From an optimization exercise on the open Yosys and OpenROAD flow, aimed at small area and a short achievable clock period; shortcuts taken in it are not production practice. In this exercise RTL edits were held to simulation tests only and were not proved equivalent to the original. Power figures rest on the tool's default switching activity, not on a simulated workload.

Setup of run A:
==> flow/design.v <==
`timescale 1ns/1ps
module rvExecSlice (
    input  logic        clk,
    input  logic        rstN,
    input  logic        instValid,
    input  logic [31:0] instWord,
    input  logic [31:0] pc,
    input  logic [31:0] rs1Data,
    input  logic [31:0] rs2Data,
    output logic        resValid,
    output logic [4:0]  resRd,
    output logic        resRegWrite,
    output logic [31:0] resWbValue,
    output logic        resMemRead,
    output logic        resMemWrite,
    output logic [31:0] resMemAddr,
    output logic [1:0]  resMemSize,
    output logic        resBranchTaken,
    output logic [31:0] resNextPc,
    output logic        resHalt
);
    function automatic logic [31:0] rev32(input logic [31:0] v);
        for (int i = 0; i < 32; i++) rev32[i] = v[31-i];
    endfunction
    logic [6:0] opc0;
    logic [2:0] f30;
    logic       alt0;
    logic       isOp0, isOpI0, isLoad0, isStore0, isBr0, isJal0, isJalr0, isLui0, isAuipc0;
    logic       isAlu0, sub0, sll0;
    logic [31:0] immI0, immS0, immJ0, immU0, bSel0;
    logic [3:0] cls0;
    assign opc0     = instWord[6:0];
    assign f30      = instWord[14:12];
    assign alt0     = (instWord[31:25] == 7'h20);
    assign isOp0    = (opc0 == 7'b0110011);
    assign isOpI0   = (opc0 == 7'b0010011);
    assign isLoad0  = (opc0 == 7'b0000011);
    assign isStore0 = (opc0 == 7'b0100011);
    assign isBr0    = (opc0 == 7'b1100011);
    assign isJal0   = (opc0 == 7'b1101111);
    assign isJalr0  = (opc0 == 7'b1100111);
    assign isLui0   = (opc0 == 7'b0110111);
    assign isAuipc0 = (opc0 == 7'b0010111);
    assign isAlu0   = isOp0 | isOpI0;
    assign sub0 = isBr0 | (isAlu0 & f30[2:1] == 2'b01) | (isOp0 & f30 == 3'b000 & alt0);
    assign sll0 = isAlu0 & (f30 == 3'b001);
    assign immI0 = {{20{instWord[31]}}, instWord[31:20]};
    assign immS0 = {{20{instWord[31]}}, instWord[31:25], instWord[11:7]};
    assign immJ0 = {{12{instWord[31]}}, instWord[19:12], instWord[20], instWord[30:21], 1'b0};
    assign immU0 = {instWord[31:12], 12'b0};
    assign bSel0 = ({32{isOpI0 | isLoad0 | isJalr0}} & immI0) |
                   ({32{isStore0}} & immS0) |
                   ({32{isJal0}} & immJ0) |
                   ({32{isAuipc0}} & immU0) |
                   ({32{!(isOpI0 | isLoad0 | isJalr0 | isStore0 | isJal0 | isAuipc0)}} & rs2Data);
    always_comb begin
        if      (isOp0)    cls0 = 4'd1;
        else if (isOpI0)   cls0 = 4'd2;
        else if (isLoad0)  cls0 = 4'd3;
        else if (isStore0) cls0 = 4'd4;
        else if (isBr0)    cls0 = 4'd5;
        else if (isJal0)   cls0 = 4'd6;
        else if (isJalr0)  cls0 = 4'd7;
        else if (isLui0)   cls0 = 4'd8;
        else if (isAuipc0) cls0 = 4'd9;
        else               cls0 = 4'd0;
    end
    logic        v1;
    logic [31:0] a1, b1;
    logic        sub1;
    logic [3:0]  cls1;
    logic [31:7] iw1;
    logic [31:2] pc1;
    logic [4:0]  sa1;
    always_ff @(posedge clk or negedge rstN)
        if (!rstN) v1 <= 1'b0;
        else       v1 <= instValid;
    always_ff @(posedge clk) begin
        a1   <= (isJal0 | isAuipc0) ? {pc[31:2], 2'b00} : sll0 ? rev32(rs1Data) : rs1Data;
        b1   <= bSel0 ^ {32{sub0}};
        sub1 <= sub0;
        sa1  <= bSel0[4:0];    
        cls1 <= cls0;
        iw1  <= instWord[31:7];
        pc1  <= pc[31:2];
    end
    logic [2:0]  f31;
    logic        alt1;
    logic        isOp1, isOpI1, isLoad1, isStore1, isBr1, isJal1, isJalr1, isLui1, isAuipc1, isAlu1;
    logic [33:0] sumC1;
    logic [31:0] sum1, x1, sh1, tgt1;
    logic        cout1, eq1, lt1, ltu1, cmp1;
    logic        fill1;
    assign f31      = iw1[14:12];
    assign alt1     = (iw1[31:25] == 7'h20);
    assign isOp1    = (cls1 == 4'd1);
    assign isOpI1   = (cls1 == 4'd2);
    assign isLoad1  = (cls1 == 4'd3);
    assign isStore1 = (cls1 == 4'd4);
    assign isBr1    = (cls1 == 4'd5);
    assign isJal1   = (cls1 == 4'd6);
    assign isJalr1  = (cls1 == 4'd7);
    assign isLui1   = (cls1 == 4'd8);
    assign isAuipc1 = (cls1 == 4'd9);
    assign isAlu1   = isOp1 | isOpI1;
    assign sumC1 = {1'b0, a1, 1'b1} + {1'b0, b1, sub1};  
    assign sum1  = sumC1[32:1];
    assign cout1 = sumC1[33];
    assign x1    = a1 ^ b1;
    assign eq1   = &x1;                                   
    assign ltu1  = ~cout1;
    assign lt1   = (a1[31] == b1[31]) ? a1[31] : sum1[31];
    assign cmp1  = (isBr1 ? f31[1] : f31[0]) ? ltu1 : lt1;
    assign fill1 = f31[2] & alt1 & a1[31];
    assign sh1   = 32'($signed({fill1, a1}) >>> {sa1[4:3], 3'b000});
    assign tgt1  = {pc1, 2'b00} + {{20{iw1[31]}}, iw1[7], iw1[30:25], iw1[11:8], 1'b0};
    logic selSum1, selTgt1, selSh1, selG1, selP1, slt1;
    assign selTgt1 = isBr1;
    assign selSum1 = !(isAlu1 | isBr1) | (isAlu1 & f31 == 3'b000);
    assign selSh1  = isAlu1 & (f31[1:0] == 2'b01);
    assign slt1    = isAlu1 & (f31[2:1] == 2'b01);
    assign selG1   = isAlu1 & (f31[2:1] == 2'b11);
    assign selP1   = isAlu1 & f31[2] & ~f31[0];
    logic [31:0] alu1;
    assign alu1 = ({32{selSum1}} & sum1) |
                  ({32{selTgt1}} & tgt1) |
                  ({32{selSh1}}  & sh1) |
                  ({32{selP1}}   & x1) |
                  ({32{selG1}}   & (a1 & b1));
    logic        illegal1, regWr1;
    always_comb begin
        illegal1 = 1'b0;
        regWr1   = 1'b1;
        if (isOp1)
            illegal1 = (iw1[31:25] != 7'h00) && !(alt1 && (f31 == 3'b000 || f31 == 3'b101));
        else if (isOpI1)
            illegal1 = (f31 == 3'b001 || f31 == 3'b101) && (iw1[31:25] != 7'h00) &&
                       !(f31 == 3'b101 && alt1);
        else if (isLoad1)
            illegal1 = (f31 == 3'b011 || f31[2:1] == 2'b11);
        else if (isStore1) begin
            regWr1   = 1'b0;
            illegal1 = (f31[2] || f31[1:0] == 2'b11);
        end else if (isBr1) begin
            regWr1   = 1'b0;
            illegal1 = (f31[2:1] == 2'b01);
        end else if (!(isJal1 | isJalr1 | isLui1 | isAuipc1)) begin
            regWr1   = 1'b0;
            illegal1 = 1'b1;
        end
    end
    logic        v2;
    logic [31:0] a2;
    logic [31:2] pc42;
    logic [31:12] hi2;
    logic [4:0]  rd2;
    logic [2:0]  sh2;
    logic        fill2, sll2;
    logic        eq2, cmp2, slt2, isJ2, isJalr2, isBr2, isLui2;
    logic        memRd2, memWr2, illegal2, regWr2;
    always_ff @(posedge clk or negedge rstN)
        if (!rstN) v2 <= 1'b0;
        else       v2 <= v1;
    always_ff @(posedge clk) begin
        a2       <= alu1;
        pc42     <= pc1 + 30'd1;
        hi2      <= iw1[31:12];
        rd2      <= iw1[11:7];
        sh2      <= selSh1 ? sa1[2:0] : 3'd0;
        fill2    <= fill1;
        sll2     <= selSh1 & ~f31[2];
        eq2      <= eq1;
        cmp2     <= cmp1;
        slt2     <= slt1;
        isJ2     <= isJal1 | isJalr1;
        isJalr2  <= isJalr1;
        isBr2    <= isBr1;
        isLui2   <= isLui1;
        memRd2   <= isLoad1;
        memWr2   <= isStore1;
        illegal2 <= illegal1;
        regWr2   <= regWr1;
    end
    logic [31:0] aS2, aR2, aF2, jt2, pc4F2, npc2, wb2;
    logic        taken2, cond2, sizeHalt2, pcHalt2, halt2;
    logic [2:0]  f32;
    logic [1:0]  size2;
    assign f32 = hi2[14:12];
    assign size2 = !(memRd2 | memWr2)                        ? 2'd0 :
                   (f32[1:0] == 2'b01 && (memRd2 || !f32[2])) ? 2'd1 :
                   (f32 == 3'b010)                            ? 2'd2 : 2'd0;
    always_comb begin
        case (f32)
            3'b000:  cond2 = eq2;
            3'b001:  cond2 = ~eq2;
            3'b100, 3'b110: cond2 = cmp2;
            3'b101, 3'b111: cond2 = ~cmp2;
            default: cond2 = 1'b0;
        endcase
    end
    assign aS2    = 32'($signed({fill2, a2}) >>> sh2);
    assign aR2    = sll2 ? rev32(aS2) : aS2;
    assign aF2    = {aR2[31:1], aR2[0] | (slt2 & cmp2)};
    assign taken2 = isJ2 | (isBr2 & cond2);
    assign jt2    = {a2[31:1], a2[0] & ~isJalr2};      
    assign pc4F2  = {pc42, 2'b00};
    assign npc2   = taken2 ? jt2 : pc4F2;
    assign sizeHalt2 = (memRd2 || memWr2) &&
                       ((size2 == 2'd1 && a2[0]) || (size2 == 2'd2 && a2[1:0] != 2'b00));  
    assign pcHalt2   = taken2 && (jt2[1:0] != 2'b00);
    assign halt2     = illegal2 || sizeHalt2 || pcHalt2;
    always_comb begin
        if (memRd2)      wb2 = 32'b0;           
        else if (isJ2)   wb2 = pc4F2;           
        else if (isLui2) wb2 = {hi2, 12'b0};
        else             wb2 = aF2;
    end
    logic v3;
    always_ff @(posedge clk or negedge rstN)
        if (!rstN) v3 <= 1'b0;
        else       v3 <= v2;
    always_ff @(posedge clk) begin
        resRd          <= rd2;
        resRegWrite    <= regWr2 && !halt2;
        resWbValue     <= wb2;
        resMemRead     <= memRd2;
        resMemWrite    <= memWr2;
        resMemAddr     <= aF2;
        resMemSize     <= size2;
        resBranchTaken <= taken2;
        resNextPc      <= npc2;
        resHalt        <= halt2;
    end
    assign resValid = v3;
endmodule
export LEC_CHECK = 0
export ABC_AREA = 1
export CAP_MARGIN = 20
export CORE_MARGIN = 2
export CORE_UTILIZATION = 40
export SETUP_SLACK_MARGIN = 2.5
export SLEW_MARGIN = 20
create_clock -name core_clock -period 5.0 [get_ports {clk}]
standard.sh (not shown) runs the stock make flow with config.mk's settings and CLKGATE_MAP_FILE= SYNTH_SCRIPT=/design/flow/synth_recipe.tcl, a recipe that flattens the netlist after the stock synthesis.
==> flow/flow/run.sh <==
#!/bin/bash
# Standard ORFS layout with two changes:
#  - ports are buffered with buf_2 instead of the default delay buffer
#  - the ABC area recipe (ABC_AREA=1) is replaced by flow/abc_area.script;
#    this only changes the mapping of combinational logic, the registers are
#    those of the standard synthesis
set -e
rm -rf scripts_abc
cp -r "$FLOW_HOME/scripts" scripts_abc
cp flow/abc_area.script scripts_abc/abc_area.script
bash standard.sh SCRIPTS_DIR="$PWD/scripts_abc" \
    BUFFER_PORTS_ARGS="-buffer_cell sky130_fd_sc_hd__buf_2" finish > standard.log 2>&1
==> flow/flow/abc_area.script <==
strash
dch
map -a
topo
stime -c
buffer -c
upsize -c
dnsize -c
> inputs changed (run A -> run B)
Settings: CTS_CLUSTER_SIZE: unset -> 30; CTS_CLUSTER_DIAMETER: unset -> 60.
==> flow/flow/abc_area.script <==
strash
dch
map -B 0.5
topo
stime -c
buffer -c
upsize -c
dnsize -c
--- outcome ---
Looking at overall global routing resource usage, run B sits 0.91 points above run A.
Side by side, met1 capacity usage during global routing turned out higher in run B than in run A.
Diff run A -> run B | first-pass GRT wire length | up by a little under 10%
Design internal power went down by a little under 10% going from run A to run B.
In run B, the cell area after layout came out about 0.6% above the value in run A.
According to the power report, total power for run B is lower than for run A.
Routed wire length is lower on run A
The met2 usage in run B sits 3.3 points above the value recorded for run A.
The critical path depth of run B is higher than that of run A.
Looking at synthesis-to-finish area growth, run B sits below run A.
Detailed route, run B vs run A: via total higher for run B
> inputs changed (run B -> run C)
Settings: removing CTS_CLUSTER_SIZE (formerly 30); removing CTS_CLUSTER_DIAMETER (formerly 60).
==> flow/flow/run.sh <==
#!/bin/bash
# Standard ORFS layout with three changes:
#  - ports are buffered with buf_2 instead of the default delay buffer
#  - the ABC area recipe (ABC_AREA=1) is replaced by flow/abc_area.script
#  - adders are mapped with Yosys's default Brent-Kung carry network instead of
#    ORFS's Kogge-Stone one (SYNTH_OPERATIONS_ARGS set, so no -extra-map)
#  These only change the mapping of combinational logic; the registers are
#  those of the standard synthesis.
set -e
rm -rf scripts_abc
cp -r "$FLOW_HOME/scripts" scripts_abc
cp flow/abc_area.script scripts_abc/abc_area.script
bash standard.sh SCRIPTS_DIR="$PWD/scripts_abc" "SYNTH_OPERATIONS_ARGS=-top $FLOW_TOP" \
    BUFFER_PORTS_ARGS="-buffer_cell sky130_fd_sc_hd__buf_2" finish > standard.log 2>&1
Notes after the runs:
- Sort run C and run B by multi-input gate area in the final layout asc -> top: run C
- Taking run B as the reference, in run C number of buffers added by the clock tree synthesis step grew by about 37%, overall power after layout grew by 1.4%, flip-flop and latch share of the layout cell area grew by 1.3 points, total of plain and repair buffers excluding clock buffers grew by about 8%.
- Looking at clock network power share, run C sits 2.0 points above run B.
For run D, these inputs were changed with respect to run C:
Settings: swapping 2.5 for 2.2 in SETUP_SLACK_MARGIN.
==> flow/flow/run.sh <==
#!/bin/bash
# Standard ORFS layout with two changes:
#  - ports are buffered with buf_2 instead of the default delay buffer
#  - the ABC area recipe (ABC_AREA=1) is replaced by flow/abc_area.script;
#    this only changes the mapping of combinational logic, the registers are
#    those of the standard synthesis
set -e
rm -rf scripts_abc
cp -r "$FLOW_HOME/scripts" scripts_abc
cp flow/abc_area.script scripts_abc/abc_area.script
bash standard.sh SCRIPTS_DIR="$PWD/scripts_abc" \
    BUFFER_PORTS_ARGS="-buffer_cell sky130_fd_sc_hd__buf_2" finish > standard.log 2>&1
==> run notes <==
- Taking run C as the reference, in run D critical path depth fell by 7, die area rose by 7.1%, via count rose by about 20%.

---

job 5733:
// rvExecSlice: RTL as listed in full above, without the edits since
clock: 5.0 ns
lec_check: 0
abc_area: 1
cap_margin: 20
core_margin: 2
core_utilization: 40
cts_buf_list: sky130_fd_sc_hd__clkbuf_16
cts_cluster_diameter: 80
cts_cluster_size: 24
setup_slack_margin: 2.8
slew_margin: 20
==> flow/flow/run.sh <==
#!/bin/bash
# Standard ORFS layout with these changes:
#  - input ports are buffered with buf_1, output ports with buf_2 (after global
#    placement, flow/outbuf.tcl), instead of the default delay buffer
#  - the ABC area recipe (ABC_AREA=1) is replaced by flow/abc_area.script;
#    this only changes the mapping of combinational logic, the registers are
#    those of the standard synthesis
set -e
rm -rf scripts_abc
cp -r "$FLOW_HOME/scripts" scripts_abc
cp flow/abc_area.script scripts_abc/abc_area.script
bash standard.sh SCRIPTS_DIR="$PWD/scripts_abc" \
    BUFFER_PORTS_ARGS="-inputs -buffer_cell sky130_fd_sc_hd__buf_1" \
    POST_GLOBAL_PLACE_TCL="$PWD/flow/outbuf.tcl" finish > standard.log 2>&1
==> flow/flow/abc_area.script <==
strash
dch
map -B 0.5
==> flow/flow/outbuf.tcl <==
# outputs get buf_2 port buffers; the inputs got buf_1 ones before global placement
buffer_ports -outputs -buffer_cell sky130_fd_sc_hd__buf_2
estimate_parasitics -placement
Job 5733 completed every stage of the flow, and the final layout passed the timing, design-rule and antenna checks.
For job 6888, these inputs were changed with respect to job 5733:
- removing CTS_CLUSTER_SIZE (formerly 24)
- removing CTS_CLUSTER_DIAMETER (formerly 80)
- removing CTS_BUF_LIST (formerly sky130_fd_sc_hd__clkbuf_16)
==> flow/flow/abc_area.script <==
strash
dch
map -B 0.5
topo
stime -c
buffer -c
upsize -c
dnsize -c
--- outcome ---
Job 6888 | status: complete | timing, DRC, antenna: pass
Across both runs, combinational power was lower for job 6888 than for job 5733.
Met2 track demand over resource in global routing (higher): job 5733
Per the comparison of job 6888 with job 5733, number of cells in the design after placement increased by about 1.3% relative to the old numbers, fraction of synthesized cell area in xor and xnor cells closely matched the old numbers, count of instances resized after the clock tree is built decreased by about 40% relative to the old numbers, design area decreased by about 1.5% relative to the old numbers.
Job 6888 vs job 5733 — row count climbed by a few percent
[inputs] job 1685 vs job 6888
- an added CTS_CLUSTER_DIAMETER of 90
- an added CTS_CLUSTER_SIZE of 28
- an added CTS_BUF_LIST of sky130_fd_sc_hd__clkbuf_16
### Flow results
Comparing job 1685 and job 6888, the higher peak per-stage delay on the critical path was measured on job 1685. Of job 1685 and job 6888, the higher global-route usage belongs to job 6888. Changes observed in job 1685 relative to job 6888: fraction of area in multi-input gates grew by 0.87 points, worst setup slack shrank by 0.037 ns, layout overhead on the synthesized area shrank by 4.6 points, layout filler cell count grew by 65.
What job 6057 does differently from job 1685 at the input level:
- CTS_CLUSTER_SIZE removed (was 28)
- CTS_BUF_LIST removed (was sky130_fd_sc_hd__clkbuf_16)
- CTS_CLUSTER_DIAMETER removed (was 90)
==> flow/flow/run.sh <==
#!/bin/bash
# Standard ORFS layout with two changes:
#  - ports are buffered with buf_2 instead of the default delay buffer
#  - the ABC area recipe (ABC_AREA=1) is replaced by flow/abc_area.script;
#    this only changes the mapping of combinational logic, the registers are
#    those of the standard synthesis
set -e
rm -rf scripts_abc
cp -r "$FLOW_HOME/scripts" scripts_abc
cp flow/abc_area.script scripts_abc/abc_area.script
bash standard.sh SCRIPTS_DIR="$PWD/scripts_abc" \
    BUFFER_PORTS_ARGS="-buffer_cell sky130_fd_sc_hd__buf_2" finish > standard.log 2>&1
removed: flow/flow/outbuf.tcl
==> run notes <==
Going from job 1685 to job 6057, post-synthesis mux area share stayed essentially flat; post-detailed-route wirelength per cell rose by about 0.9%; fraction of power consumed by the clock network rose by 8.4 points; final instance area rose by about 4%. Summary — core utilization of the finished layout, job 6057 relative to job 1685: higher, by 1.9 points.
### job 6057 -> job 2768
- CTS_BUF_LIST: unset -> sky130_fd_sc_hd__clkbuf_16
- CTS_CLUSTER_SIZE: unset -> 24
- CTS_CLUSTER_DIAMETER: unset -> 80
==> flow/flow/run.sh <==
#!/bin/bash
# Standard ORFS layout with these changes:
#  - input ports are buffered with buf_1, output ports with buf_2 (after global
#    placement, flow/outbuf.tcl), instead of the default delay buffer
#  - the ABC area recipe (ABC_AREA=1) is replaced by flow/abc_area.script;
#    this only changes the mapping of combinational logic, the registers are
#    those of the standard synthesis
set -e
rm -rf scripts_abc
cp -r "$FLOW_HOME/scripts" scripts_abc
cp flow/abc_area.script scripts_abc/abc_area.script
bash standard.sh SCRIPTS_DIR="$PWD/scripts_abc" \
    BUFFER_PORTS_ARGS="-inputs -buffer_cell sky130_fd_sc_hd__buf_1" \
    POST_GLOBAL_PLACE_TCL="$PWD/flow/outbuf.tcl" finish > standard.log 2>&1
==> flow/flow/outbuf.tcl (new file) <==
# outputs get buf_2 port buffers; the inputs got buf_1 ones before global placement
buffer_ports -outputs -buffer_cell sky130_fd_sc_hd__buf_2
estimate_parasitics -placement
==> run notes <==
- Job 2768: full flow OK, the timing, design-rule and antenna checks passed
- When the final numbers for job 2768 and job 6057 were put side by side, the fmax turned out to be smaller in job 6057.
- Changes observed in job 2768 relative to job 6057: number of placed instances with taps included has remained practically unchanged, number of standard cells in the layout, taps in and fillers out decreased 23, share of the final layout cell area in multi-input gates went up by 1.8 points, final area -1.6%, shortest clock period the worst path allows after layout went down 0.039 ns.
- On clock latency reported for the late side of the worst-skew pair, job 2768 tracks job 6057 almost exactly.

[what the ideal ports hide]
The flow's constraints put no driver on any port. The routed layouts listed below were extracted and timed again, unchanged, in two steps. Step 1, drivers: a clkbuf_16 drives clk and a buf_2 each remaining input, both assumed. Step 2 times the ports against the registers' clock, not the clock port: input delays grow and output delays shrink by t, the midpoint of the rising clock arrivals with the driver on. a / b / c = no drivers / after step 1 / after step 2; a / b = the first two.
run	t, ns	slack for setup (ns)	hold slack, ns	slew at the worst register clock pin (ns)
run A	0.614	2.432 / 2.432 / 1.989	0.227 / 0.197 / 0.314	0.07 / 0.07
run B	0.643	2.529 / 2.529 / 2.056	0.202 / 0.167 / 0.334	0.10 / 0.10
run C	0.605	1.915 / 1.915 / 1.915	0.232 / 0.201 / 0.321	0.06 / 0.06
run D	0.624	2.307 / 2.307 / 1.860	0.226 / 0.190 / 0.318	0.07 / 0.07
job 5733	0.617	2.670 / 2.670 / 2.244	0.240 / 0.212 / 0.333	0.09 / 0.09
job 6888	0.621	2.764 / 2.764 / 2.343	0.241 / 0.209 / 0.320	0.07 / 0.07
job 1685	0.607	2.727 / 2.727 / 2.280	0.227 / 0.195 / 0.324	0.11 / 0.11
job 6057	0.623	2.743 / 2.743 / 2.340	0.227 / 0.192 / 0.321	0.07 / 0.07
job 2768	0.619	2.782 / 2.782 / 2.333	0.235 / 0.202 / 0.333	0.09 / 0.09
After both steps every run listed still meets setup and hold. For run B, which loses most, drivers alone change the setup slack by 0.000 ns; drivers and shift together by -0.473 ns.
